This design comes from an exercise in tuning for small area, a short achievable clock period and few clock cycles on the open sky130 flow, not from production work. Function was not checked in any run shown here: the RTL went through the layout flow alone. Power figures rest on the tool's default switching activity, not on a simulated workload.

`flow/config.mk`:
```
export PLATFORM = sky130hd
export DESIGN_NAME = conv_rescaler
export DESIGN_NICKNAME = conv_rescaler
export VERILOG_FILES = /design/flow/design.v
export SDC_FILE = /design/flow/constraint.sdc
export NUM_CORES = 4
export LEC_CHECK = 0
export CAP_MARGIN = 20
export CORE_MARGIN = 2
export CORE_UTILIZATION = 40
export SLEW_MARGIN = 20
```
`flow/constraint.sdc`:
```
create_clock -name core_clock -period 9.0 [get_ports {clock}]
set_input_delay 1.8000 -clock core_clock [delete_from_list [all_inputs] [get_ports {clock}]]
set_output_delay 1.8000 -clock core_clock [all_outputs]
set_load 0.01 [all_outputs]
```
`flow/design.v`:
```
module conv_rescaler #(
    parameter int NB_PIXEL = 19,
    parameter int NB_COUNT = 32,
    parameter int NB_OUT   = 8,
    parameter int NB_FRAC  = 16
) (
    input  logic                clock,
    input  logic                reset,
    input  logic                i_extremesValid,
    input  logic [NB_PIXEL-1:0] i_maxValue,
    input  logic [NB_PIXEL-1:0] i_minValue,
    input  logic [NB_COUNT-1:0] i_imageSize,
    input  logic                i_valid,
    input  logic [NB_PIXEL-1:0] i_convValue,
    output logic                o_ready,
    output logic [NB_OUT-1:0]   o_pixel,
    output logic                o_valid,
    output logic                o_endSignal
);
    localparam int NB_R     = NB_PIXEL;
    localparam int NB_SCALE = NB_OUT + NB_FRAC;           
    localparam int NB_POS   = $clog2(NB_SCALE);           
    localparam int LC       = 10;                         
    localparam logic [NB_SCALE-1:0] DIVIDEND = {{NB_OUT{1'b1}}, {NB_FRAC{1'b0}}};
    logic                 init_q, div_q, run_q;
    logic                 v1_q, l1_q, v2_q, l2_q, v3_q, e3_q;
    logic [NB_PIXEL-1:0]  min_q;
    logic [NB_R-1:0]      range_q;    
    logic [NB_COUNT-1:0]  count_q;    
    logic [NB_SCALE-1:0]  scale_q;
    logic [NB_POS-1:0]    pos_q;
    logic [NB_R-1:0]      w_q;        
    logic [NB_SCALE-1:LC] psa_q, psb_q;
    logic                 pc_q;
    logic [NB_OUT-1:0]    pixel_q;
    logic idle, accept, last_acc, lone_end, start;
    logic signed [NB_PIXEL:0] span, delta;
    logic                 span_ok;
    logic [NB_R-1:0]      d_clamp;
    logic [NB_R:0]        rem_shift, rem_sub;
    logic [NB_R-1:0]      rem_next;
    logic                 q_bit;
    logic [4:0]           blen;       
    logic [NB_POS-1:0]    pos_init;
    logic [NB_R-1:0]      rem_init;
    logic [NB_SCALE-1:0]  ra, rb;
    logic [LC:0]          lo_sum;
    logic [NB_SCALE-LC:0] hi_sum;
    assign idle     = !(init_q || div_q || run_q);
    assign accept   = i_valid && run_q;
    assign last_acc = accept && (count_q == NB_COUNT'(1));
    assign start    = idle && i_extremesValid;
    assign lone_end = start && (i_imageSize == '0);
    assign span     = {range_q[NB_PIXEL-1], range_q} - {min_q[NB_PIXEL-1], min_q};
    assign span_ok  = !span[NB_PIXEL] && (span[NB_PIXEL-1:0] != '0);
    assign delta    = {i_convValue[NB_PIXEL-1], i_convValue} - {min_q[NB_PIXEL-1], min_q};
    always_comb begin
        d_clamp = NB_R'(delta);
        if (delta < 0)
            d_clamp = '0;
        else if (NB_R'(delta) > range_q)
            d_clamp = range_q;
    end
    always_comb begin
        blen = 5'd0;
        for (int i = 0; i < NB_R; i++)
            if (span[i]) blen = 5'(i + 1);
    end
    assign pos_init = NB_POS'(NB_SCALE - int'(blen));
    assign rem_init = NB_R'(DIVIDEND >> (NB_SCALE + 1 - int'(blen)));
    assign rem_shift = {w_q, (pos_q >= NB_POS'(NB_FRAC))};
    assign rem_sub   = rem_shift - {1'b0, range_q};
    assign q_bit     = !rem_sub[NB_R];
    assign rem_next  = q_bit ? rem_sub[NB_R-1:0] : rem_shift[NB_R-1:0];
    cr_mul u_mul (.a(scale_q), .b(w_q), .ra(ra), .rb(rb));
    assign lo_sum = {1'b0, ra[LC-1:0]} + {1'b0, rb[LC-1:0]};
    assign hi_sum = {1'b0, psa_q} + {1'b0, psb_q} + (NB_SCALE-LC+1)'(pc_q);
    always_ff @(posedge clock or negedge reset) begin
        if (!reset) begin
            init_q <= 1'b0;
            div_q  <= 1'b0;
            run_q  <= 1'b0;
            v1_q   <= 1'b0;
            l1_q   <= 1'b0;
            v2_q   <= 1'b0;
            l2_q   <= 1'b0;
            v3_q   <= 1'b0;
            e3_q   <= 1'b0;
        end else begin
            init_q <= start && !lone_end;
            div_q  <= (init_q && span_ok) || (div_q && (pos_q != '0));
            run_q  <= (init_q && !span_ok) || (div_q && (pos_q == '0)) || (run_q && !last_acc);
            v1_q   <= accept;
            l1_q   <= last_acc;
            v2_q   <= v1_q;
            l2_q   <= v1_q && l1_q;
            v3_q   <= v2_q;
            e3_q   <= l2_q || lone_end;
        end
    end
    always_ff @(posedge clock) begin
        if (idle) begin
            min_q   <= i_minValue;
            range_q <= i_maxValue;
            count_q <= i_imageSize;
        end else if (init_q) begin
            range_q <= span[NB_R-1:0];
        end else if (accept) begin
            count_q <= count_q - NB_COUNT'(1);
        end
        if (init_q)
            scale_q <= '0;
        else if (div_q)
            scale_q <= {scale_q[NB_SCALE-2:0], q_bit};
        if (init_q)
            pos_q <= pos_init;
        else
            pos_q <= pos_q - NB_POS'(1);
        if (init_q)
            w_q <= rem_init;
        else if (div_q)
            w_q <= rem_next;
        else
            w_q <= d_clamp;
        psa_q   <= ra[NB_SCALE-1:LC];
        psb_q   <= rb[NB_SCALE-1:LC];
        pc_q    <= lo_sum[LC];
        pixel_q <= hi_sum[NB_SCALE-LC-1:NB_FRAC-LC];
    end
    assign o_ready     = run_q;
    assign o_pixel     = pixel_q;
    assign o_valid     = v3_q;
    assign o_endSignal = e3_q;
endmodule
module cr_mul (input logic [23:0] a, input logic [18:0] b, output logic [23:0] ra, output logic [23:0] rb);
wire one0;
wire two0;
wire neg0;
wire pp1;
wire pp2;
wire pp3;
wire pp4;
wire pp5;
wire pp6;
wire pp7;
wire pp8;
wire pp9;
wire pp10;
wire pp11;
wire pp12;
wire pp13;
wire pp14;
wire pp15;
wire pp16;
wire pp17;
wire pp18;
wire pp19;
wire pp20;
wire pp21;
wire pp22;
wire pp23;
wire pp24;
wire one1;
wire two1;
wire neg1;
wire pp25;
wire pp26;
wire pp27;
wire pp28;
wire pp29;
wire pp30;
wire pp31;
wire pp32;
wire pp33;
wire pp34;
wire pp35;
wire pp36;
wire pp37;
wire pp38;
wire pp39;
wire pp40;
wire pp41;
wire pp42;
wire pp43;
wire pp44;
wire pp45;
wire pp46;
wire one2;
wire two2;
wire neg2;
wire pp47;
wire pp48;
wire pp49;
wire pp50;
wire pp51;
wire pp52;
wire pp53;
wire pp54;
wire pp55;
wire pp56;
wire pp57;
wire pp58;
wire pp59;
wire pp60;
wire pp61;
wire pp62;
wire pp63;
wire pp64;
wire pp65;
wire pp66;
wire one3;
wire two3;
wire neg3;
wire pp67;
wire pp68;
wire pp69;
wire pp70;
wire pp71;
wire pp72;
wire pp73;
wire pp74;
wire pp75;
wire pp76;
wire pp77;
wire pp78;
wire pp79;
wire pp80;
wire pp81;
wire pp82;
wire pp83;
wire pp84;
wire one4;
wire two4;
wire neg4;
wire pp85;
wire pp86;
wire pp87;
wire pp88;
wire pp89;
wire pp90;
wire pp91;
wire pp92;
wire pp93;
wire pp94;
wire pp95;
wire pp96;
wire pp97;
wire pp98;
wire pp99;
wire pp100;
wire one5;
wire two5;
wire neg5;
wire pp101;
wire pp102;
wire pp103;
wire pp104;
wire pp105;
wire pp106;
wire pp107;
wire pp108;
wire pp109;
wire pp110;
wire pp111;
wire pp112;
wire pp113;
wire pp114;
wire one6;
wire two6;
wire neg6;
wire pp115;
wire pp116;
wire pp117;
wire pp118;
wire pp119;
wire pp120;
wire pp121;
wire pp122;
wire pp123;
wire pp124;
wire pp125;
wire pp126;
wire one7;
wire two7;
wire neg7;
wire pp127;
wire pp128;
wire pp129;
wire pp130;
wire pp131;
wire pp132;
wire pp133;
wire pp134;
wire pp135;
wire pp136;
wire one8;
wire two8;
wire neg8;
wire pp137;
wire pp138;
wire pp139;
wire pp140;
wire pp141;
wire pp142;
wire pp143;
wire pp144;
wire one9;
wire two9;
wire neg9;
wire pp145;
wire pp146;
wire pp147;
wire pp148;
wire pp149;
wire pp150;
wire s151;
wire c152;
wire s153;
wire c154;
wire s155;
wire c156;
wire s157;
wire c158;
wire s159;
wire c160;
wire s161;
wire c162;
wire s163;
wire c164;
wire s165;
wire c166;
wire s167;
wire c168;
wire s169;
wire c170;
wire s171;
wire c172;
wire s173;
wire c174;
wire s175;
wire c176;
wire s177;
wire c178;
wire s179;
wire c180;
wire s181;
wire c182;
wire s183;
wire c184;
wire s185;
wire c186;
wire s187;
wire c188;
wire s189;
wire c190;
wire s191;
wire c192;
wire s193;
wire c194;
wire s195;
wire c196;
wire s197;
wire c198;
wire s199;
wire c200;
wire s201;
wire c202;
wire s203;
wire c204;
wire s205;
wire c206;
wire s207;
wire c208;
wire s209;
wire c210;
wire s211;
wire c212;
wire s213;
wire c214;
wire s215;
wire c216;
wire s217;
wire c218;
wire s219;
wire c220;
wire s221;
wire c222;
wire s223;
wire c224;
wire s225;
wire c226;
wire s227;
wire c228;
wire s229;
wire c230;
wire s231;
wire c232;
wire s233;
wire c234;
wire s235;
wire c236;
wire s237;
wire c238;
wire s239;
wire c240;
wire s241;
wire c242;
wire s243;
wire c244;
wire s245;
wire c246;
wire s247;
wire c248;
wire s249;
wire c250;
wire s251;
wire c252;
wire s253;
wire c254;
wire s255;
wire c256;
wire s257;
wire c258;
wire s259;
wire c260;
wire s261;
wire c262;
wire s263;
wire c264;
wire s265;
wire c266;
wire s267;
wire c268;
wire s269;
wire c270;
wire s271;
wire c272;
wire s273;
wire c274;
wire s275;
wire c276;
wire s277;
wire c278;
wire s279;
wire c280;
wire s281;
wire c282;
wire s283;
wire c284;
wire s285;
wire c286;
wire s287;
wire c288;
wire s289;
wire c290;
wire s291;
wire c292;
wire s293;
wire c294;
wire s295;
wire c296;
wire s297;
wire c298;
wire s299;
wire c300;
wire s301;
wire c302;
wire s303;
wire c304;
wire s305;
wire c306;
wire s307;
wire c308;
wire s309;
wire c310;
wire s311;
wire c312;
wire s313;
wire c314;
wire s315;
wire c316;
wire s317;
wire c318;
wire s319;
wire c320;
wire s321;
wire c322;
wire s323;
wire c324;
wire s325;
wire c326;
wire s327;
wire c328;
wire s329;
wire c330;
wire s331;
wire c332;
wire s333;
wire c334;
wire s335;
wire c336;
wire s337;
wire c338;
wire s339;
wire c340;
wire s341;
wire c342;
wire s343;
wire c344;
wire s345;
wire c346;
wire s347;
wire c348;
wire s349;
wire c350;
wire s351;
wire c352;
wire s353;
wire c354;
wire s355;
wire c356;
wire s357;
wire c358;
wire s359;
wire c360;
wire s361;
wire c362;
wire s363;
wire c364;
wire s365;
wire c366;
wire s367;
wire c368;
wire s369;
wire c370;
wire s371;
wire c372;
wire s373;
wire c374;
wire s375;
wire c376;
wire s377;
wire c378;
wire s379;
wire c380;
wire s381;
wire c382;
wire s383;
wire c384;
wire s385;
wire c386;
wire s387;
wire c388;
wire s389;
wire c390;
assign one0 = b[0] ^ 1'b0;
assign two0 = (b[1] & ~b[0] & ~1'b0) | (~b[1] & b[0] & 1'b0);
assign neg0 = b[1];
assign pp1 = ((one0 & a[0])) ^ neg0;
assign pp2 = ((one0 & a[1]) | (two0 & a[0])) ^ neg0;
assign pp3 = ((one0 & a[2]) | (two0 & a[1])) ^ neg0;
assign pp4 = ((one0 & a[3]) | (two0 & a[2])) ^ neg0;
assign pp5 = ((one0 & a[4]) | (two0 & a[3])) ^ neg0;
assign pp6 = ((one0 & a[5]) | (two0 & a[4])) ^ neg0;
assign pp7 = ((one0 & a[6]) | (two0 & a[5])) ^ neg0;
assign pp8 = ((one0 & a[7]) | (two0 & a[6])) ^ neg0;
assign pp9 = ((one0 & a[8]) | (two0 & a[7])) ^ neg0;
assign pp10 = ((one0 & a[9]) | (two0 & a[8])) ^ neg0;
assign pp11 = ((one0 & a[10]) | (two0 & a[9])) ^ neg0;
assign pp12 = ((one0 & a[11]) | (two0 & a[10])) ^ neg0;
assign pp13 = ((one0 & a[12]) | (two0 & a[11])) ^ neg0;
assign pp14 = ((one0 & a[13]) | (two0 & a[12])) ^ neg0;
assign pp15 = ((one0 & a[14]) | (two0 & a[13])) ^ neg0;
assign pp16 = ((one0 & a[15]) | (two0 & a[14])) ^ neg0;
assign pp17 = ((one0 & a[16]) | (two0 & a[15])) ^ neg0;
assign pp18 = ((one0 & a[17]) | (two0 & a[16])) ^ neg0;
assign pp19 = ((one0 & a[18]) | (two0 & a[17])) ^ neg0;
assign pp20 = ((one0 & a[19]) | (two0 & a[18])) ^ neg0;
assign pp21 = ((one0 & a[20]) | (two0 & a[19])) ^ neg0;
assign pp22 = ((one0 & a[21]) | (two0 & a[20])) ^ neg0;
assign pp23 = ((one0 & a[22]) | (two0 & a[21])) ^ neg0;
assign pp24 = ((one0 & a[23]) | (two0 & a[22])) ^ neg0;
assign one1 = b[2] ^ b[1];
assign two1 = (b[3] & ~b[2] & ~b[1]) | (~b[3] & b[2] & b[1]);
assign neg1 = b[3];
assign pp25 = ((one1 & a[0])) ^ neg1;
assign pp26 = ((one1 & a[1]) | (two1 & a[0])) ^ neg1;
assign pp27 = ((one1 & a[2]) | (two1 & a[1])) ^ neg1;
assign pp28 = ((one1 & a[3]) | (two1 & a[2])) ^ neg1;
assign pp29 = ((one1 & a[4]) | (two1 & a[3])) ^ neg1;
assign pp30 = ((one1 & a[5]) | (two1 & a[4])) ^ neg1;
assign pp31 = ((one1 & a[6]) | (two1 & a[5])) ^ neg1;
assign pp32 = ((one1 & a[7]) | (two1 & a[6])) ^ neg1;
assign pp33 = ((one1 & a[8]) | (two1 & a[7])) ^ neg1;
assign pp34 = ((one1 & a[9]) | (two1 & a[8])) ^ neg1;
assign pp35 = ((one1 & a[10]) | (two1 & a[9])) ^ neg1;
assign pp36 = ((one1 & a[11]) | (two1 & a[10])) ^ neg1;
assign pp37 = ((one1 & a[12]) | (two1 & a[11])) ^ neg1;
assign pp38 = ((one1 & a[13]) | (two1 & a[12])) ^ neg1;
assign pp39 = ((one1 & a[14]) | (two1 & a[13])) ^ neg1;
assign pp40 = ((one1 & a[15]) | (two1 & a[14])) ^ neg1;
assign pp41 = ((one1 & a[16]) | (two1 & a[15])) ^ neg1;
assign pp42 = ((one1 & a[17]) | (two1 & a[16])) ^ neg1;
assign pp43 = ((one1 & a[18]) | (two1 & a[17])) ^ neg1;
assign pp44 = ((one1 & a[19]) | (two1 & a[18])) ^ neg1;
assign pp45 = ((one1 & a[20]) | (two1 & a[19])) ^ neg1;
assign pp46 = ((one1 & a[21]) | (two1 & a[20])) ^ neg1;
assign one2 = b[4] ^ b[3];
assign two2 = (b[5] & ~b[4] & ~b[3]) | (~b[5] & b[4] & b[3]);
assign neg2 = b[5];
assign pp47 = ((one2 & a[0])) ^ neg2;
assign pp48 = ((one2 & a[1]) | (two2 & a[0])) ^ neg2;
assign pp49 = ((one2 & a[2]) | (two2 & a[1])) ^ neg2;
assign pp50 = ((one2 & a[3]) | (two2 & a[2])) ^ neg2;
assign pp51 = ((one2 & a[4]) | (two2 & a[3])) ^ neg2;
assign pp52 = ((one2 & a[5]) | (two2 & a[4])) ^ neg2;
assign pp53 = ((one2 & a[6]) | (two2 & a[5])) ^ neg2;
assign pp54 = ((one2 & a[7]) | (two2 & a[6])) ^ neg2;
assign pp55 = ((one2 & a[8]) | (two2 & a[7])) ^ neg2;
assign pp56 = ((one2 & a[9]) | (two2 & a[8])) ^ neg2;
assign pp57 = ((one2 & a[10]) | (two2 & a[9])) ^ neg2;
assign pp58 = ((one2 & a[11]) | (two2 & a[10])) ^ neg2;
assign pp59 = ((one2 & a[12]) | (two2 & a[11])) ^ neg2;
assign pp60 = ((one2 & a[13]) | (two2 & a[12])) ^ neg2;
assign pp61 = ((one2 & a[14]) | (two2 & a[13])) ^ neg2;
assign pp62 = ((one2 & a[15]) | (two2 & a[14])) ^ neg2;
assign pp63 = ((one2 & a[16]) | (two2 & a[15])) ^ neg2;
assign pp64 = ((one2 & a[17]) | (two2 & a[16])) ^ neg2;
assign pp65 = ((one2 & a[18]) | (two2 & a[17])) ^ neg2;
assign pp66 = ((one2 & a[19]) | (two2 & a[18])) ^ neg2;
assign one3 = b[6] ^ b[5];
assign two3 = (b[7] & ~b[6] & ~b[5]) | (~b[7] & b[6] & b[5]);
assign neg3 = b[7];
assign pp67 = ((one3 & a[0])) ^ neg3;
assign pp68 = ((one3 & a[1]) | (two3 & a[0])) ^ neg3;
assign pp69 = ((one3 & a[2]) | (two3 & a[1])) ^ neg3;
assign pp70 = ((one3 & a[3]) | (two3 & a[2])) ^ neg3;
assign pp71 = ((one3 & a[4]) | (two3 & a[3])) ^ neg3;
assign pp72 = ((one3 & a[5]) | (two3 & a[4])) ^ neg3;
assign pp73 = ((one3 & a[6]) | (two3 & a[5])) ^ neg3;
assign pp74 = ((one3 & a[7]) | (two3 & a[6])) ^ neg3;
assign pp75 = ((one3 & a[8]) | (two3 & a[7])) ^ neg3;
assign pp76 = ((one3 & a[9]) | (two3 & a[8])) ^ neg3;
assign pp77 = ((one3 & a[10]) | (two3 & a[9])) ^ neg3;
assign pp78 = ((one3 & a[11]) | (two3 & a[10])) ^ neg3;
assign pp79 = ((one3 & a[12]) | (two3 & a[11])) ^ neg3;
assign pp80 = ((one3 & a[13]) | (two3 & a[12])) ^ neg3;
assign pp81 = ((one3 & a[14]) | (two3 & a[13])) ^ neg3;
assign pp82 = ((one3 & a[15]) | (two3 & a[14])) ^ neg3;
assign pp83 = ((one3 & a[16]) | (two3 & a[15])) ^ neg3;
assign pp84 = ((one3 & a[17]) | (two3 & a[16])) ^ neg3;
assign one4 = b[8] ^ b[7];
assign two4 = (b[9] & ~b[8] & ~b[7]) | (~b[9] & b[8] & b[7]);
assign neg4 = b[9];
assign pp85 = ((one4 & a[0])) ^ neg4;
assign pp86 = ((one4 & a[1]) | (two4 & a[0])) ^ neg4;
assign pp87 = ((one4 & a[2]) | (two4 & a[1])) ^ neg4;
assign pp88 = ((one4 & a[3]) | (two4 & a[2])) ^ neg4;
assign pp89 = ((one4 & a[4]) | (two4 & a[3])) ^ neg4;
assign pp90 = ((one4 & a[5]) | (two4 & a[4])) ^ neg4;
assign pp91 = ((one4 & a[6]) | (two4 & a[5])) ^ neg4;
assign pp92 = ((one4 & a[7]) | (two4 & a[6])) ^ neg4;
assign pp93 = ((one4 & a[8]) | (two4 & a[7])) ^ neg4;
assign pp94 = ((one4 & a[9]) | (two4 & a[8])) ^ neg4;
assign pp95 = ((one4 & a[10]) | (two4 & a[9])) ^ neg4;
assign pp96 = ((one4 & a[11]) | (two4 & a[10])) ^ neg4;
assign pp97 = ((one4 & a[12]) | (two4 & a[11])) ^ neg4;
assign pp98 = ((one4 & a[13]) | (two4 & a[12])) ^ neg4;
assign pp99 = ((one4 & a[14]) | (two4 & a[13])) ^ neg4;
assign pp100 = ((one4 & a[15]) | (two4 & a[14])) ^ neg4;
assign one5 = b[10] ^ b[9];
assign two5 = (b[11] & ~b[10] & ~b[9]) | (~b[11] & b[10] & b[9]);
assign neg5 = b[11];
assign pp101 = ((one5 & a[0])) ^ neg5;
assign pp102 = ((one5 & a[1]) | (two5 & a[0])) ^ neg5;
assign pp103 = ((one5 & a[2]) | (two5 & a[1])) ^ neg5;
assign pp104 = ((one5 & a[3]) | (two5 & a[2])) ^ neg5;
assign pp105 = ((one5 & a[4]) | (two5 & a[3])) ^ neg5;
assign pp106 = ((one5 & a[5]) | (two5 & a[4])) ^ neg5;
assign pp107 = ((one5 & a[6]) | (two5 & a[5])) ^ neg5;
assign pp108 = ((one5 & a[7]) | (two5 & a[6])) ^ neg5;
assign pp109 = ((one5 & a[8]) | (two5 & a[7])) ^ neg5;
assign pp110 = ((one5 & a[9]) | (two5 & a[8])) ^ neg5;
assign pp111 = ((one5 & a[10]) | (two5 & a[9])) ^ neg5;
assign pp112 = ((one5 & a[11]) | (two5 & a[10])) ^ neg5;
assign pp113 = ((one5 & a[12]) | (two5 & a[11])) ^ neg5;
assign pp114 = ((one5 & a[13]) | (two5 & a[12])) ^ neg5;
assign one6 = b[12] ^ b[11];
assign two6 = (b[13] & ~b[12] & ~b[11]) | (~b[13] & b[12] & b[11]);
assign neg6 = b[13];
assign pp115 = ((one6 & a[0])) ^ neg6;
assign pp116 = ((one6 & a[1]) | (two6 & a[0])) ^ neg6;
assign pp117 = ((one6 & a[2]) | (two6 & a[1])) ^ neg6;
assign pp118 = ((one6 & a[3]) | (two6 & a[2])) ^ neg6;
assign pp119 = ((one6 & a[4]) | (two6 & a[3])) ^ neg6;
assign pp120 = ((one6 & a[5]) | (two6 & a[4])) ^ neg6;
assign pp121 = ((one6 & a[6]) | (two6 & a[5])) ^ neg6;
assign pp122 = ((one6 & a[7]) | (two6 & a[6])) ^ neg6;
assign pp123 = ((one6 & a[8]) | (two6 & a[7])) ^ neg6;
assign pp124 = ((one6 & a[9]) | (two6 & a[8])) ^ neg6;
assign pp125 = ((one6 & a[10]) | (two6 & a[9])) ^ neg6;
assign pp126 = ((one6 & a[11]) | (two6 & a[10])) ^ neg6;
assign one7 = b[14] ^ b[13];
assign two7 = (b[15] & ~b[14] & ~b[13]) | (~b[15] & b[14] & b[13]);
assign neg7 = b[15];
assign pp127 = ((one7 & a[0])) ^ neg7;
assign pp128 = ((one7 & a[1]) | (two7 & a[0])) ^ neg7;
assign pp129 = ((one7 & a[2]) | (two7 & a[1])) ^ neg7;
assign pp130 = ((one7 & a[3]) | (two7 & a[2])) ^ neg7;
assign pp131 = ((one7 & a[4]) | (two7 & a[3])) ^ neg7;
assign pp132 = ((one7 & a[5]) | (two7 & a[4])) ^ neg7;
assign pp133 = ((one7 & a[6]) | (two7 & a[5])) ^ neg7;
assign pp134 = ((one7 & a[7]) | (two7 & a[6])) ^ neg7;
assign pp135 = ((one7 & a[8]) | (two7 & a[7])) ^ neg7;
assign pp136 = ((one7 & a[9]) | (two7 & a[8])) ^ neg7;
assign one8 = b[16] ^ b[15];
assign two8 = (b[17] & ~b[16] & ~b[15]) | (~b[17] & b[16] & b[15]);
assign neg8 = b[17];
assign pp137 = ((one8 & a[0])) ^ neg8;
assign pp138 = ((one8 & a[1]) | (two8 & a[0])) ^ neg8;
assign pp139 = ((one8 & a[2]) | (two8 & a[1])) ^ neg8;
assign pp140 = ((one8 & a[3]) | (two8 & a[2])) ^ neg8;
assign pp141 = ((one8 & a[4]) | (two8 & a[3])) ^ neg8;
assign pp142 = ((one8 & a[5]) | (two8 & a[4])) ^ neg8;
assign pp143 = ((one8 & a[6]) | (two8 & a[5])) ^ neg8;
assign pp144 = ((one8 & a[7]) | (two8 & a[6])) ^ neg8;
assign one9 = b[18] ^ b[17];
assign two9 = (1'b0 & ~b[18] & ~b[17]) | (~1'b0 & b[18] & b[17]);
assign neg9 = 1'b0;
assign pp145 = (one9 & a[0]);
assign pp146 = (one9 & a[1]) | (two9 & a[0]);
assign pp147 = (one9 & a[2]) | (two9 & a[1]);
assign pp148 = (one9 & a[3]) | (two9 & a[2]);
assign pp149 = (one9 & a[4]) | (two9 & a[3]);
assign pp150 = (one9 & a[5]) | (two9 & a[4]);
assign s151 = pp17 ^ pp39;
assign c152 = pp17 & pp39;
assign s153 = pp18 ^ pp40;
assign c154 = pp18 & pp40;
assign s155 = pp19 ^ pp41 ^ pp61;
assign c156 = (pp19 & pp41) | (pp19 & pp61) | (pp41 & pp61);
assign s157 = pp20 ^ pp42 ^ pp62;
assign c158 = (pp20 & pp42) | (pp20 & pp62) | (pp42 & pp62);
assign s159 = pp21 ^ pp43 ^ pp63;
assign c160 = (pp21 & pp43) | (pp21 & pp63) | (pp43 & pp63);
assign s161 = pp22 ^ pp44 ^ pp64;
assign c162 = (pp22 & pp44) | (pp22 & pp64) | (pp44 & pp64);
assign s163 = pp23 ^ pp45 ^ pp65;
assign c164 = (pp23 & pp45) | (pp23 & pp65) | (pp45 & pp65);
assign s165 = pp24 ^ pp46 ^ pp66;
assign c166 = (pp24 & pp46) | (pp24 & pp66) | (pp46 & pp66);
assign s167 = pp11 ^ pp33;
assign c168 = pp11 & pp33;
assign s169 = pp12 ^ pp34;
assign c170 = pp12 & pp34;
assign s171 = pp13 ^ pp35 ^ pp55;
assign c172 = (pp13 & pp35) | (pp13 & pp55) | (pp35 & pp55);
assign s173 = pp73 ^ pp89;
assign c174 = pp73 & pp89;
assign s175 = pp14 ^ pp36 ^ pp56;
assign c176 = (pp14 & pp36) | (pp14 & pp56) | (pp36 & pp56);
assign s177 = pp74 ^ pp90;
assign c178 = pp74 & pp90;
assign s179 = pp15 ^ pp37 ^ pp57;
assign c180 = (pp15 & pp37) | (pp15 & pp57) | (pp37 & pp57);
assign s181 = pp75 ^ pp91 ^ pp105;
assign c182 = (pp75 & pp91) | (pp75 & pp105) | (pp91 & pp105);
assign s183 = pp117 ^ pp127;
assign c184 = pp117 & pp127;
assign s185 = pp16 ^ pp38 ^ pp58;
assign c186 = (pp16 & pp38) | (pp16 & pp58) | (pp38 & pp58);
assign s187 = pp76 ^ pp92 ^ pp106;
assign c188 = (pp76 & pp92) | (pp76 & pp106) | (pp92 & pp106);
assign s189 = pp118 ^ pp128;
assign c190 = pp118 & pp128;
assign s191 = pp59 ^ pp77 ^ pp93;
assign c192 = (pp59 & pp77) | (pp59 & pp93) | (pp77 & pp93);
assign s193 = pp107 ^ pp119 ^ pp129;
assign c194 = (pp107 & pp119) | (pp107 & pp129) | (pp119 & pp129);
assign s195 = pp137 ^ neg8 ^ s151;
assign c196 = (pp137 & neg8) | (pp137 & s151) | (neg8 & s151);
assign s197 = pp60 ^ pp78 ^ pp94;
assign c198 = (pp60 & pp78) | (pp60 & pp94) | (pp78 & pp94);
assign s199 = pp108 ^ pp120 ^ pp130;
assign c200 = (pp108 & pp120) | (pp108 & pp130) | (pp120 & pp130);
assign s201 = pp138 ^ s153 ^ c152;
assign c202 = (pp138 & s153) | (pp138 & c152) | (s153 & c152);
assign s203 = pp79 ^ pp95 ^ pp109;
assign c204 = (pp79 & pp95) | (pp79 & pp109) | (pp95 & pp109);
assign s205 = pp121 ^ pp131 ^ pp139;
assign c206 = (pp121 & pp131) | (pp121 & pp139) | (pp131 & pp139);
assign s207 = pp145 ^ s155 ^ c154;
assign c208 = (pp145 & s155) | (pp145 & c154) | (s155 & c154);
assign s209 = pp80 ^ pp96 ^ pp110;
assign c210 = (pp80 & pp96) | (pp80 & pp110) | (pp96 & pp110);
assign s211 = pp122 ^ pp132 ^ pp140;
assign c212 = (pp122 & pp132) | (pp122 & pp140) | (pp132 & pp140);
assign s213 = pp146 ^ s157 ^ c156;
assign c214 = (pp146 & s157) | (pp146 & c156) | (s157 & c156);
assign s215 = pp81 ^ pp97 ^ pp111;
assign c216 = (pp81 & pp97) | (pp81 & pp111) | (pp97 & pp111);
assign s217 = pp123 ^ pp133 ^ pp141;
assign c218 = (pp123 & pp133) | (pp123 & pp141) | (pp133 & pp141);
assign s219 = pp147 ^ s159 ^ c158;
assign c220 = (pp147 & s159) | (pp147 & c158) | (s159 & c158);
assign s221 = pp82 ^ pp98 ^ pp112;
assign c222 = (pp82 & pp98) | (pp82 & pp112) | (pp98 & pp112);
assign s223 = pp124 ^ pp134 ^ pp142;
assign c224 = (pp124 & pp134) | (pp124 & pp142) | (pp134 & pp142);
assign s225 = pp148 ^ s161 ^ c160;
assign c226 = (pp148 & s161) | (pp148 & c160) | (s161 & c160);
assign s227 = pp83 ^ pp99 ^ pp113;
assign c228 = (pp83 & pp99) | (pp83 & pp113) | (pp99 & pp113);
assign s229 = pp125 ^ pp135 ^ pp143;
assign c230 = (pp125 & pp135) | (pp125 & pp143) | (pp135 & pp143);
assign s231 = pp149 ^ s163 ^ c162;
assign c232 = (pp149 & s163) | (pp149 & c162) | (s163 & c162);
assign s233 = pp84 ^ pp100 ^ pp114;
assign c234 = (pp84 & pp100) | (pp84 & pp114) | (pp100 & pp114);
assign s235 = pp126 ^ pp136 ^ pp144;
assign c236 = (pp126 & pp136) | (pp126 & pp144) | (pp136 & pp144);
assign s237 = pp150 ^ s165 ^ c164;
assign c238 = (pp150 & s165) | (pp150 & c164) | (s165 & c164);
assign s239 = pp7 ^ pp29;
assign c240 = pp7 & pp29;
assign s241 = pp8 ^ pp30;
assign c242 = pp8 & pp30;
assign s243 = pp9 ^ pp31 ^ pp51;
assign c244 = (pp9 & pp31) | (pp9 & pp51) | (pp31 & pp51);
assign s245 = pp69 ^ pp85;
assign c246 = pp69 & pp85;
assign s247 = pp10 ^ pp32 ^ pp52;
assign c248 = (pp10 & pp32) | (pp10 & pp52) | (pp32 & pp52);
assign s249 = pp70 ^ pp86;
assign c250 = pp70 & pp86;
assign s251 = pp53 ^ pp71 ^ pp87;
assign c252 = (pp53 & pp71) | (pp53 & pp87) | (pp71 & pp87);
assign s253 = pp101 ^ neg5 ^ s167;
assign c254 = (pp101 & neg5) | (pp101 & s167) | (neg5 & s167);
assign s255 = pp54 ^ pp72 ^ pp88;
assign c256 = (pp54 & pp72) | (pp54 & pp88) | (pp72 & pp88);
assign s257 = pp102 ^ s169 ^ c168;
assign c258 = (pp102 & s169) | (pp102 & c168) | (s169 & c168);
assign s259 = pp103 ^ pp115 ^ neg6;
assign c260 = (pp103 & pp115) | (pp103 & neg6) | (pp115 & neg6);
assign s261 = s171 ^ s173 ^ c170;
assign c262 = (s171 & s173) | (s171 & c170) | (s173 & c170);
assign s263 = pp104 ^ pp116 ^ s175;
assign c264 = (pp104 & pp116) | (pp104 & s175) | (pp116 & s175);
assign s265 = s177 ^ c172 ^ c174;
assign c266 = (s177 & c172) | (s177 & c174) | (c172 & c174);
assign s267 = neg7 ^ s179 ^ s181;
assign c268 = (neg7 & s179) | (neg7 & s181) | (s179 & s181);
assign s269 = s183 ^ c176 ^ c178;
assign c270 = (s183 & c176) | (s183 & c178) | (c176 & c178);
assign s271 = s185 ^ s187 ^ s189;
assign c272 = (s185 & s187) | (s185 & s189) | (s187 & s189);
assign s273 = c180 ^ c182 ^ c184;
assign c274 = (c180 & c182) | (c180 & c184) | (c182 & c184);
assign s275 = s191 ^ s193 ^ s195;
assign c276 = (s191 & s193) | (s191 & s195) | (s193 & s195);
assign s277 = c186 ^ c188 ^ c190;
assign c278 = (c186 & c188) | (c186 & c190) | (c188 & c190);
assign s279 = s197 ^ s199 ^ s201;
assign c280 = (s197 & s199) | (s197 & s201) | (s199 & s201);
assign s281 = c192 ^ c194 ^ c196;
assign c282 = (c192 & c194) | (c192 & c196) | (c194 & c196);
assign s283 = s203 ^ s205 ^ s207;
assign c284 = (s203 & s205) | (s203 & s207) | (s205 & s207);
assign s285 = c198 ^ c200 ^ c202;
assign c286 = (c198 & c200) | (c198 & c202) | (c200 & c202);
assign s287 = s209 ^ s211 ^ s213;
assign c288 = (s209 & s211) | (s209 & s213) | (s211 & s213);
assign s289 = c204 ^ c206 ^ c208;
assign c290 = (c204 & c206) | (c204 & c208) | (c206 & c208);
assign s291 = s215 ^ s217 ^ s219;
assign c292 = (s215 & s217) | (s215 & s219) | (s217 & s219);
assign s293 = c210 ^ c212 ^ c214;
assign c294 = (c210 & c212) | (c210 & c214) | (c212 & c214);
assign s295 = s221 ^ s223 ^ s225;
assign c296 = (s221 & s223) | (s221 & s225) | (s223 & s225);
assign s297 = c216 ^ c218 ^ c220;
assign c298 = (c216 & c218) | (c216 & c220) | (c218 & c220);
assign s299 = s227 ^ s229 ^ s231;
assign c300 = (s227 & s229) | (s227 & s231) | (s229 & s231);
assign s301 = c222 ^ c224 ^ c226;
assign c302 = (c222 & c224) | (c222 & c226) | (c224 & c226);
assign s303 = s233 ^ s235 ^ s237;
assign c304 = (s233 & s235) | (s233 & s237) | (s235 & s237);
assign s305 = c228 ^ c230 ^ c232;
assign c306 = (c228 & c230) | (c228 & c232) | (c230 & c232);
assign s307 = pp5 ^ pp27;
assign c308 = pp5 & pp27;
assign s309 = pp6 ^ pp28;
assign c310 = pp6 & pp28;
assign s311 = pp49 ^ pp67 ^ neg3;
assign c312 = (pp49 & pp67) | (pp49 & neg3) | (pp67 & neg3);
assign s313 = pp50 ^ pp68 ^ s241;
assign c314 = (pp50 & pp68) | (pp50 & s241) | (pp68 & s241);
assign s315 = neg4 ^ s243 ^ s245;
assign c316 = (neg4 & s243) | (neg4 & s245) | (s243 & s245);
assign s317 = s247 ^ s249 ^ c244;
assign c318 = (s247 & s249) | (s247 & c244) | (s249 & c244);
assign s319 = s251 ^ s253 ^ c248;
assign c320 = (s251 & s253) | (s251 & c248) | (s253 & c248);
assign s321 = s255 ^ s257 ^ c252;
assign c322 = (s255 & s257) | (s255 & c252) | (s257 & c252);
assign s323 = s259 ^ s261 ^ c256;
assign c324 = (s259 & s261) | (s259 & c256) | (s261 & c256);
assign s325 = s263 ^ s265 ^ c260;
assign c326 = (s263 & s265) | (s263 & c260) | (s265 & c260);
assign s327 = s267 ^ s269 ^ c264;
assign c328 = (s267 & s269) | (s267 & c264) | (s269 & c264);
assign s329 = s271 ^ s273 ^ c268;
assign c330 = (s271 & s273) | (s271 & c268) | (s273 & c268);
assign s331 = s275 ^ s277 ^ c272;
assign c332 = (s275 & s277) | (s275 & c272) | (s277 & c272);
assign s333 = s279 ^ s281 ^ c276;
assign c334 = (s279 & s281) | (s279 & c276) | (s281 & c276);
assign s335 = s283 ^ s285 ^ c280;
assign c336 = (s283 & s285) | (s283 & c280) | (s285 & c280);
assign s337 = s287 ^ s289 ^ c284;
assign c338 = (s287 & s289) | (s287 & c284) | (s289 & c284);
assign s339 = s291 ^ s293 ^ c288;
assign c340 = (s291 & s293) | (s291 & c288) | (s293 & c288);
assign s341 = s295 ^ s297 ^ c292;
assign c342 = (s295 & s297) | (s295 & c292) | (s297 & c292);
assign s343 = s299 ^ s301 ^ c296;
assign c344 = (s299 & s301) | (s299 & c296) | (s301 & c296);
assign s345 = s303 ^ s305 ^ c300;
assign c346 = (s303 & s305) | (s303 & c300) | (s305 & c300);
assign s347 = pp3 ^ pp25;
assign c348 = pp3 & pp25;
assign s349 = pp4 ^ pp26;
assign c350 = pp4 & pp26;
assign s351 = pp47 ^ neg2 ^ s307;
assign c352 = (pp47 & neg2) | (pp47 & s307) | (neg2 & s307);
assign s353 = pp48 ^ s309 ^ c308;
assign c354 = (pp48 & s309) | (pp48 & c308) | (s309 & c308);
assign s355 = s239 ^ s311 ^ c310;
assign c356 = (s239 & s311) | (s239 & c310) | (s311 & c310);
assign s357 = c240 ^ s313 ^ c312;
assign c358 = (c240 & s313) | (c240 & c312) | (s313 & c312);
assign s359 = c242 ^ s315 ^ c314;
assign c360 = (c242 & s315) | (c242 & c314) | (s315 & c314);
assign s361 = c246 ^ s317 ^ c316;
assign c362 = (c246 & s317) | (c246 & c316) | (s317 & c316);
assign s363 = c250 ^ s319 ^ c318;
assign c364 = (c250 & s319) | (c250 & c318) | (s319 & c318);
assign s365 = c254 ^ s321 ^ c320;
assign c366 = (c254 & s321) | (c254 & c320) | (s321 & c320);
assign s367 = c258 ^ s323 ^ c322;
assign c368 = (c258 & s323) | (c258 & c322) | (s323 & c322);
assign s369 = c262 ^ s325 ^ c324;
assign c370 = (c262 & s325) | (c262 & c324) | (s325 & c324);
assign s371 = c266 ^ s327 ^ c326;
assign c372 = (c266 & s327) | (c266 & c326) | (s327 & c326);
assign s373 = c270 ^ s329 ^ c328;
assign c374 = (c270 & s329) | (c270 & c328) | (s329 & c328);
assign s375 = c274 ^ s331 ^ c330;
assign c376 = (c274 & s331) | (c274 & c330) | (s331 & c330);
assign s377 = c278 ^ s333 ^ c332;
assign c378 = (c278 & s333) | (c278 & c332) | (s333 & c332);
assign s379 = c282 ^ s335 ^ c334;
assign c380 = (c282 & s335) | (c282 & c334) | (s335 & c334);
assign s381 = c286 ^ s337 ^ c336;
assign c382 = (c286 & s337) | (c286 & c336) | (s337 & c336);
assign s383 = c290 ^ s339 ^ c338;
assign c384 = (c290 & s339) | (c290 & c338) | (s339 & c338);
assign s385 = c294 ^ s341 ^ c340;
assign c386 = (c294 & s341) | (c294 & c340) | (s341 & c340);
assign s387 = c298 ^ s343 ^ c342;
assign c388 = (c298 & s343) | (c298 & c342) | (s343 & c342);
assign s389 = c302 ^ s345 ^ c344;
assign c390 = (c302 & s345) | (c302 & c344) | (s345 & c344);
assign ra = {s389, s387, s385, s383, s381, s379, s377, s375, s373, s371, s369, s367, s365, s363, s361, s359, s357, s355, s353, s351, s349, neg1, pp2, pp1};
assign rb = {c388, c386, c384, c382, c380, c378, c376, c374, c372, c370, c368, c366, c364, c362, c360, c358, c356, c354, c352, c350, c348, s347, 1'b0, neg0};
endmodule
```
`flow/run.sh`:
```
#!/bin/bash
# synth_recipe.tcl (not shown) runs the flow's synth.tcl, then flattens the netlist and writes it again
# the make line also repeats each setting of config.mk as NAME=value (left out here)
make -C /OpenROAD-flow-scripts/flow DESIGN_CONFIG=/design/flow/config.mk WORK_HOME=/design/flow/orfs CLKGATE_MAP_FILE= SYNTH_SCRIPT=/design/flow/synth_recipe.tcl finish
```
==> impl_metrics.py, run 1 <==
metrics = {
    "logic_synthesis": {
        "synthTopCellsByCount": "343 x nand2_1, 186 x a21oi_1, 177 x nor2_1",
        "synth.most_common_cell": "nand2_1",
        "synth_top_area_cell": "edfxtp_1",
        "yosysWarningCount": 1,
        "ys_ff_latch": 164,
        "synth.distinct_cells": 97,
        "synthArstFlopShare_pct": 5.49,
        "synthCells": 2217,
        "netlist_area_mm2": 0.0176,
        "avgSynthCellArea_um2": 7.94,
        "synth_flop_cell": "dfxtp_1",
        "syn_nets": 2524,
        "synth_edf_count": 70,
        "ys_seq_area_share_pct": 22.9,
        "synth_top_area_share_pct": 11.9,
        "synth.area.top_cells": "edfxtp_1 12%, fa_1 11%, dfxtp_1 9.7%",
    },
    "global_route": {
        "grt_pass1_wl_um": 82600,
        "overflow": 0,
        "antenna_found_initial": 0,
        "grt_max_degree": 81,
        "gr-usage-all-layers_pct": 23.1,
        "grt_pass1_vias": 15548,
    },
    "worst_setup_path": {
        "worstSetupEndpoint": "w_q[2]$_DFF_P_",
        "cp_max_fo": 35,
        "r2r-start": "w_q[0]$_DFF_P_",
        "arrival_ns": 6.52,
        "worst-setup-path-type": "input port to flip-flop",
        "end_kind": "flip-flop",
        "rrSetupSlack_ns": 3.40,
        "worstPathRequired_ns": 9.38,
        "r2r_end": "psa_q[23]$_DFF_P_",
        "worstSetupStartpoint": "i_convValue[0]",
        "reg2reg_depth": 15,
        "critPathLaunchType": "input port",
    },
    "detailed_routing": {
        "first_pass_iters": 6,
        "drc": 0,
        "routedWlPerCell_um": 18.3,
        "drtAntennaViolNets": 0,
        "vias": 15847,
        "routed_wl_um": 51300,
        "drt_iter0_drc": 1390,
        "viasPerCell": 5.66,
    },
    "finish": {
        "layout.nets": 2507,
        "multiInputGateArea_mm2": 0.0124,
        "fin_cells": 2798,
        "seqCellArea_mm2": 0.00403,
        "fillers": 4296,
        "antenna_cells": 0,
        "drive_gt1_share_pct": 5.02,
        "syn_to_final_growth_pct": 11.2,
    },
    "floorplanning": {
        "core_area_mm2": 0.0433,
        "die_h_um": 214,
        "die_x_um": 214,
        "dieArea_mm2": 0.0457,
        "num_rows": 76,
        "start_util_pct": 40.7,
        "io_pins": 104,
    },
    "placed_design": {
        "hpwl_um": 37700,
        "place_inst": 2766,
        "dp_slack_ns": 2.05,
        "routabilityCongestion": 0.917,
        "portBuffers": 103,
    },
    "min_path": {
        "hp-class": "flip-flop to flip-flop",
        "worstHoldPathCells": 0,
    },
    "power": {
        "powerDensity_mw_per_mm2": 171,
        "peakVddDrop_mv": 0.111,
        "power.leakage_nw": 7.36,
    },
    "cts": {
        "insertion_delay_ns": 0.49,
        "path_clk_slew_ns": 0.07,
        "post_cts_resized": 0,
        "cts_hold_buf": 0,
        "htreeDepth": 4,
        "cts_buffer_depth": 2,
        "cts_setup_buffers": 0,
        "cts_tree": "yes",
        "numCtsBuffers": 17,
        "clock_sinks": 164,
        "cts.root.buffer_cell": "clkbuf_16",
    },
    "timing": {
        "setup_violations": 0,
        "max_freq_mhz": 163,
        "drv_slew": 0,
        "fin_crit_ns": 6.14,
        "fin_tns_setup_ns": 0,
        "rsz0062_at_grt": "false",
        "tightest_slew_ns": 1.13,
        "finalCritPeriodShare_pct": 68.2,
        "clock_skew_ns": 0.0167,
        "hold_viol": 0,
        "hold_ws_ns": 0.355,
        "slew_headroom_pct": 24.3,
        "worst_slack_ns": 2.86,
    },
    "run_status": {
        "status": "finished clean",
    },
    "job": {
        "drv_cap": 0,
    },
}
through the flow:
| step | power [mW] | area, µm² | util [%] |
|---|---|---|---|
| 2_1_floorplan | 2.15 | 17600 | - |
| 3_3_place_gp | 2.57 | 19000 | 43.8 |
| 3_5_place_dp | 2.61 | 19000 | 43.8 |
| 4_1_cts | 3.41 | 19600 | 45.2 |
| 5_1_grt | 3.68 | 19600 | 45.2 |
| 6_report | 3.35 | 19600 | 45.2 |
critical path, cell delays in order:
cell and delay, ns:
clkdlybuf4s50_1 0.40, inv_1 0.05, ha_1 0.17, inv_1 0.06, fa_1 0.41, a21o_1 0.18
a21oi_1 0.32, o21ai_0 0.19, nand2_1 0.12, o31ai_1 0.12, a31oi_1 0.30, o21ai_0 0.12
a31oi_1 0.21, xnor2_1 0.11, ha_1 0.30, nand2_1 0.09, nor4_1 0.29, nand2_1 0.10
nand2_2 0.49, nor2_1 0.08, a21oi_1 0.14, o22ai_1 0.10, a221o_1 0.36
routing by layer:
metal / vias up / wire length (µm) / global-route usage (%)
met4: 0 / 1090 / 7.38
met2: 499 / 25000 / 39.9
met5: - / 0 / 0
li1: 7711 / - / -
met3: 61 / 2800 / 3.65
met1: 7576 / 22400 / 29.4
power breakdown:
group	switching (mW)	internal, mW
Combinational	0.911	0.695
Clock	0.346	0.441
Sequential	0.0517	0.907
registers in the layout (all words and copies together) (netlist names), 5 cells and up:
register,cells
psb_q,14
range_q,19
w_q,19
min_q,19
pos_q,5
scale_q,24
psa_q,14
count_q,32
pixel_q,8
cell type report:
type                            count  share of cell area [%]
Inverter                          145                    2.78
Multi-Input combinational cell   1740                    63.4
Clock inverter                     13                   0.876
Clock buffer                       19                    2.21
Timing Repair Buffer              132                    6.40
Sequential cell                   164                    20.6
Tap cell                          585                    3.74
placed cells by master, fill, tap and decap left out, drive strengths merged, types with 29 or more instances in the layout:
master	instances
a21oi	188
a221oi	44
a22oi	74
buf	29
clkdlybuf4s50	103
dfxtp	85
edfxtp	70
fa	94
ha	120
inv	150
mux2i	48
nand2	343
nor2	180
o21ai	156
xnor2	88
xor2	58
kinds of logic after synthesis:
family | Yosys count | share of synthesized area [%]
adder cells (fa/ha/maj) | 214 | 19.2
flip-flops | 164 | 22.9
XOR/XNOR | 146 | 7.37
multiplexers | 53 | 3.05
AO/OA/AOI/OAI | 631 | 23.2
AND/OR/NAND/NOR | 696 | 17.5
buffers and inverters | 313 | 6.77
how the worst min path moves through the flow:
stage              startpoint        endpoint  slack, ns
6_report       v2_q$_DFF_PN0_  v3_q$_DFF_PN0_       0.36
5_1_grt        v2_q$_DFF_PN0_  v3_q$_DFF_PN0_       0.37
4_1_cts        v2_q$_DFF_PN0_  v3_q$_DFF_PN0_       0.36
3_5_place_dp   v2_q$_DFF_PN0_  v3_q$_DFF_PN0_       0.34
3_3_place_gp   v2_q$_DFF_PN0_  v3_q$_DFF_PN0_       0.34
2_1_floorplan  v2_q$_DFF_PN0_  v3_q$_DFF_PN0_       0.33
==> run 2: changes to the inputs <==
--- a/flow/config.mk
+++ b/flow/config.mk
@@ -5,7 +5,9 @@
 export SDC_FILE = /design/flow/constraint.sdc
 export NUM_CORES = 4
 export LEC_CHECK = 0
+export ABC_CLOCK_PERIOD_IN_PS = 4500
 export CAP_MARGIN = 20
 export CORE_MARGIN = 2
 export CORE_UTILIZATION = 40
+export SETUP_SLACK_MARGIN = 4
 export SLEW_MARGIN = 20
==> impl_metrics.py, run 2 <==
metrics = {
    "worst_setup_path": {
        "critPathMaxStageDelay_ns": 0.33,
        "crit_top_cell": "buf_4",
        "worstPathRequired_ns": 9.38,
        "critPathLaunchType": "input port",
        "arrival_ns": 5.29,
        "critical-path-slowest-cell": "o211ai_1",
        "worst-setup-path-type": "input port to flip-flop",
        "cp_cell_sequence": "clkdlybuf4s15_1 -> ha_4 -> o21a_1 -> nor2_1 -> nor3b_2 -> a21oi_4 -> o21ai_4 -> a2111oi_4 -> buf_4 -> buf_4 -> buf_4 -> buf_4 -> buf_4 -> buf_4 -> buf_4 -> buf_4 -> buf_4 -> o211ai_1 -> nand2_4 -> nor2_4 -> o211ai_1 -> o221ai_1",
        "cp_max_fo": 6,
        "end_kind": "flip-flop",
    },
    "finish": {
        "fillers": 4230,
        "multiInputGateArea_mm2": 0.0131,
        "final_core_util_pct": 47.7,
        "largest-register": "count_q",
        "layout.nets": 2560,
        "layout_common_cells": "333 x nand2_1, 174 x a21oi_1, 165 x nor2_1",
        "antenna_cells": 0,
        "largest_reg_flops": 32,
        "seqCellArea_mm2": 0.00403,
        "layout.cells.most_common": "nand2_1",
        "reg_top3": "count_q (32), scale_q (24)",
        "drive_gt1_share_pct": 11.3,
        "syn_to_final_growth_pct": 17.3,
    },
    "detailed_routing": {
        "routed_wl_um": 52800,
        "viasPerCell": 5.68,
        "vias": 16199,
        "routedWlPerCell_um": 18.5,
        "drtAntennaViolNets": 0,
        "drc": 0,
        "first_pass_iters": 5,
        "drt_iter0_drc": 1119,
    },
    "timing": {
        "fin_tns_setup_ns": 0,
        "slew_headroom_pct": 24.6,
        "hold_ws_ns": 0.359,
        "hold_viol": 0,
        "tightest_slew_ns": 1.13,
        "finalCritPeriodShare_pct": 54.6,
        "rsz0062_at_grt": "true",
        "clock_skew_ns": 0.0206,
        "fin_crit_ns": 4.91,
        "max_freq_mhz": 203,
        "setup_violations": 0,
        "worst_slack_ns": 4.09,
        "drv_slew": 0,
    },
    "cts": {
        "htreeDepth": 4,
        "cts_hold_buf": 0,
        "path_clk_slew_ns": 0.08,
        "numCtsBuffers": 17,
        "cts_buffer_depth": 2,
        "cts.root.buffer_cell": "clkbuf_16",
        "insertion_delay_ns": 0.47,
        "cts_tree": "yes",
        "clock_sinks": 164,
    },
    "power": {
        "power.leakage_nw": 7.79,
        "powerDensity_mw_per_mm2": 167,
        "peakVddDrop_mv": 0.129,
        "p_total_mw": 3.44,
    },
    "global_route": {
        "grt_max_degree": 56,
        "grt_pass1_wl_um": 83300,
        "gr-usage-all-layers_pct": 23.2,
        "antenna_found_initial": 0,
        "grt_pass1_vias": 15443,
        "overflow": 0,
    },
    "floorplanning": {
        "num_rows": 76,
        "io_pins": 104,
        "dieArea_mm2": 0.0457,
        "start_util_pct": 40.7,
        "die_h_um": 214,
        "die_x_um": 214,
        "core_area_mm2": 0.0433,
    },
    "logic_synthesis": {
        "syn_nets": 2524,
        "synth_top_area_share_pct": 11.9,
        "ys_seq_area_share_pct": 22.9,
        "avgSynthCellArea_um2": 7.94,
        "synth.most_common_cell": "nand2_1",
        "synthAdderAreaFrac_pct": 19.2,
        "synth-xor-area-share_pct": 7.37,
        "synth_edf_count": 70,
        "synth_top_area_cell": "edfxtp_1",
        "synthArstFlopShare_pct": 5.49,
        "ys_ff_latch": 164,
        "synth.area.top_cells": "edfxtp_1 12%, fa_1 11%, dfxtp_1 9.7%",
        "synth_compound_area_share_pct": 23.2,
        "yosysWarningCount": 1,
        "netlist_area_mm2": 0.0176,
        "synthTopCellsByCount": "343 x nand2_1, 186 x a21oi_1, 177 x nor2_1",
        "synthMuxAreaShare_pct": 3.05,
        "synth_flop_cell": "dfxtp_1",
        "synthSimpleGateAreaFrac_pct": 17.5,
        "synthCells": 2217,
        "synth_top_family_by_area": "compound AO/OA/AOI/OAI gates",
        "synth.distinct_cells": 97,
    },
    "placed_design": {
        "portBuffers": 103,
        "routabilityCongestion": 0.921,
        "hpwl_um": 37700,
        "dp_slack_ns": 2.66,
    },
    "job": {
        "drv_cap": 0,
    },
    "run_status": {
        "status": "finished clean",
    },
    "min_path": {
        "hp-class": "flip-flop to flip-flop",
    },
}
[run 2: power by group]
group | internal (mW) | switching [mW] | leakage (nW)
logic | 0.744 | 0.945 | 6.02
registers | 0.907 | 0.0585 | 1.47
clock network | 0.422 | 0.365 | 0.297
[run 2: logic make-up after synthesis]
group | Yosys count
AND/OR/NAND/NOR | 696
XOR/XNOR | 146
multiplexers | 53
flip-flops | 164
buffers and inverters | 313
AO/OA/AOI/OAI | 631
adder cells (fa/ha/maj) | 214
[run 2: routing by layer]
| metal | up-vias | track usage [%] | wire length (µm) | share of wire [%] |
|---|---|---|---|---|
| met4 | 0 | 7.78 | 1550 | 2.9 |
| li1 | 7823 | - | - | - |
| met3 | 85 | 3.12 | 2440 | 4.6 |
| met1 | 7766 | 29.6 | 22800 | 43 |
| met5 | - | 0 | 0 | 0 |
| met2 | 525 | 40.1 | 26100 | 49 |
[run 2: area by class of cell]
cell class	count	share of cell area [%]
clock inverter	15	0.897
tap	585	3.55
timing repair buffer	182	8.06
multi-input combinational	1743	63.2
inverter	145	2.67
sequential	164	19.5
clock buffer	17	2.06
[run 2: critical path: cells and delay by family]
family	cells	cell delay [ns]
simple gates	4	0.75
compound gates	7	1.08
fa+ha+maj	1	0.32
buf+inv	10	1.34
[run 2: per-stage QoR]
step / cell area (µm²) / std cells
6_report: 20600 / 2851
5_1_grt: 20600 / 2851
4_1_cts: 20100 / 2833
3_5_place_dp: 19000 / 2762
3_3_place_gp: 19000 / 2762
2_1_floorplan: 17600 / 2217
[run 2: worst paths after layout]
kind / to / cells past startpoint / slack (ns) / start
max in group asynchronous: div_q$_DFF_PN0_ / 1 / 7.04 / reset
min in group asynchronous: e3_q$_DFF_PN0_ / 1 / 1.63 / reset
worst max register to register: w_q[11]$_DFF_P_ / 18 / 4.20 / range_q[0]$_DFFE_PP_
worst max-delay path: w_q[17]$_DFF_P_ / 22 / 4.09 / i_convValue[9]
worst min register to register: v3_q$_DFF_PN0_ / 0 / 0.36 / v2_q$_DFF_PN0_
worst min-delay path: v3_q$_DFF_PN0_ / 0 / 0.36 / v2_q$_DFF_PN0_
[run 2: repair_timing]
item,CTS,global route
cloned,1,2
buffers inserted,38,16
resized for setup,68,88
pin swaps,36,55
setup endpoints to repair,23,20

==> port drivers added, routing unchanged <==
How much do the figures lean on ideal ports? The routed layouts below were timed once more, with nothing changed but the port constraints. Step 1 (the two cells are an assumption about what drives the block):
set clk [get_ports {clock}]
set_driving_cell -lib_cell sky130_fd_sc_hd__clkbuf_16 $clk
set_driving_cell -lib_cell sky130_fd_sc_hd__buf_2 [delete_from_list [all_inputs] $clk]
Step 2 also shifts input and output timing later by t, the mid clock arrival at the registers, as if the neighbouring blocks saw the same clock. Three values: ideal, step 1, step 2; two values: the first two.
run	shift t [ns]	setup slack, ns	hold WS [ns]	worst register clock-pin slew, ns	worst slew at a driven data input, ns
run 1	0.542	2.862 / 2.901 / 2.359	0.355 / 0.355 / 0.355	0.08 / 0.08	0.07
run 2	0.518	4.085 / 4.114 / 3.597	0.359 / 0.359 / 0.359	0.08 / 0.08	0.05
After both steps every run listed still meets setup and hold. For run 1, which loses most, drivers alone change the setup slack by +0.039 ns; drivers and shift together by -0.503 ns.
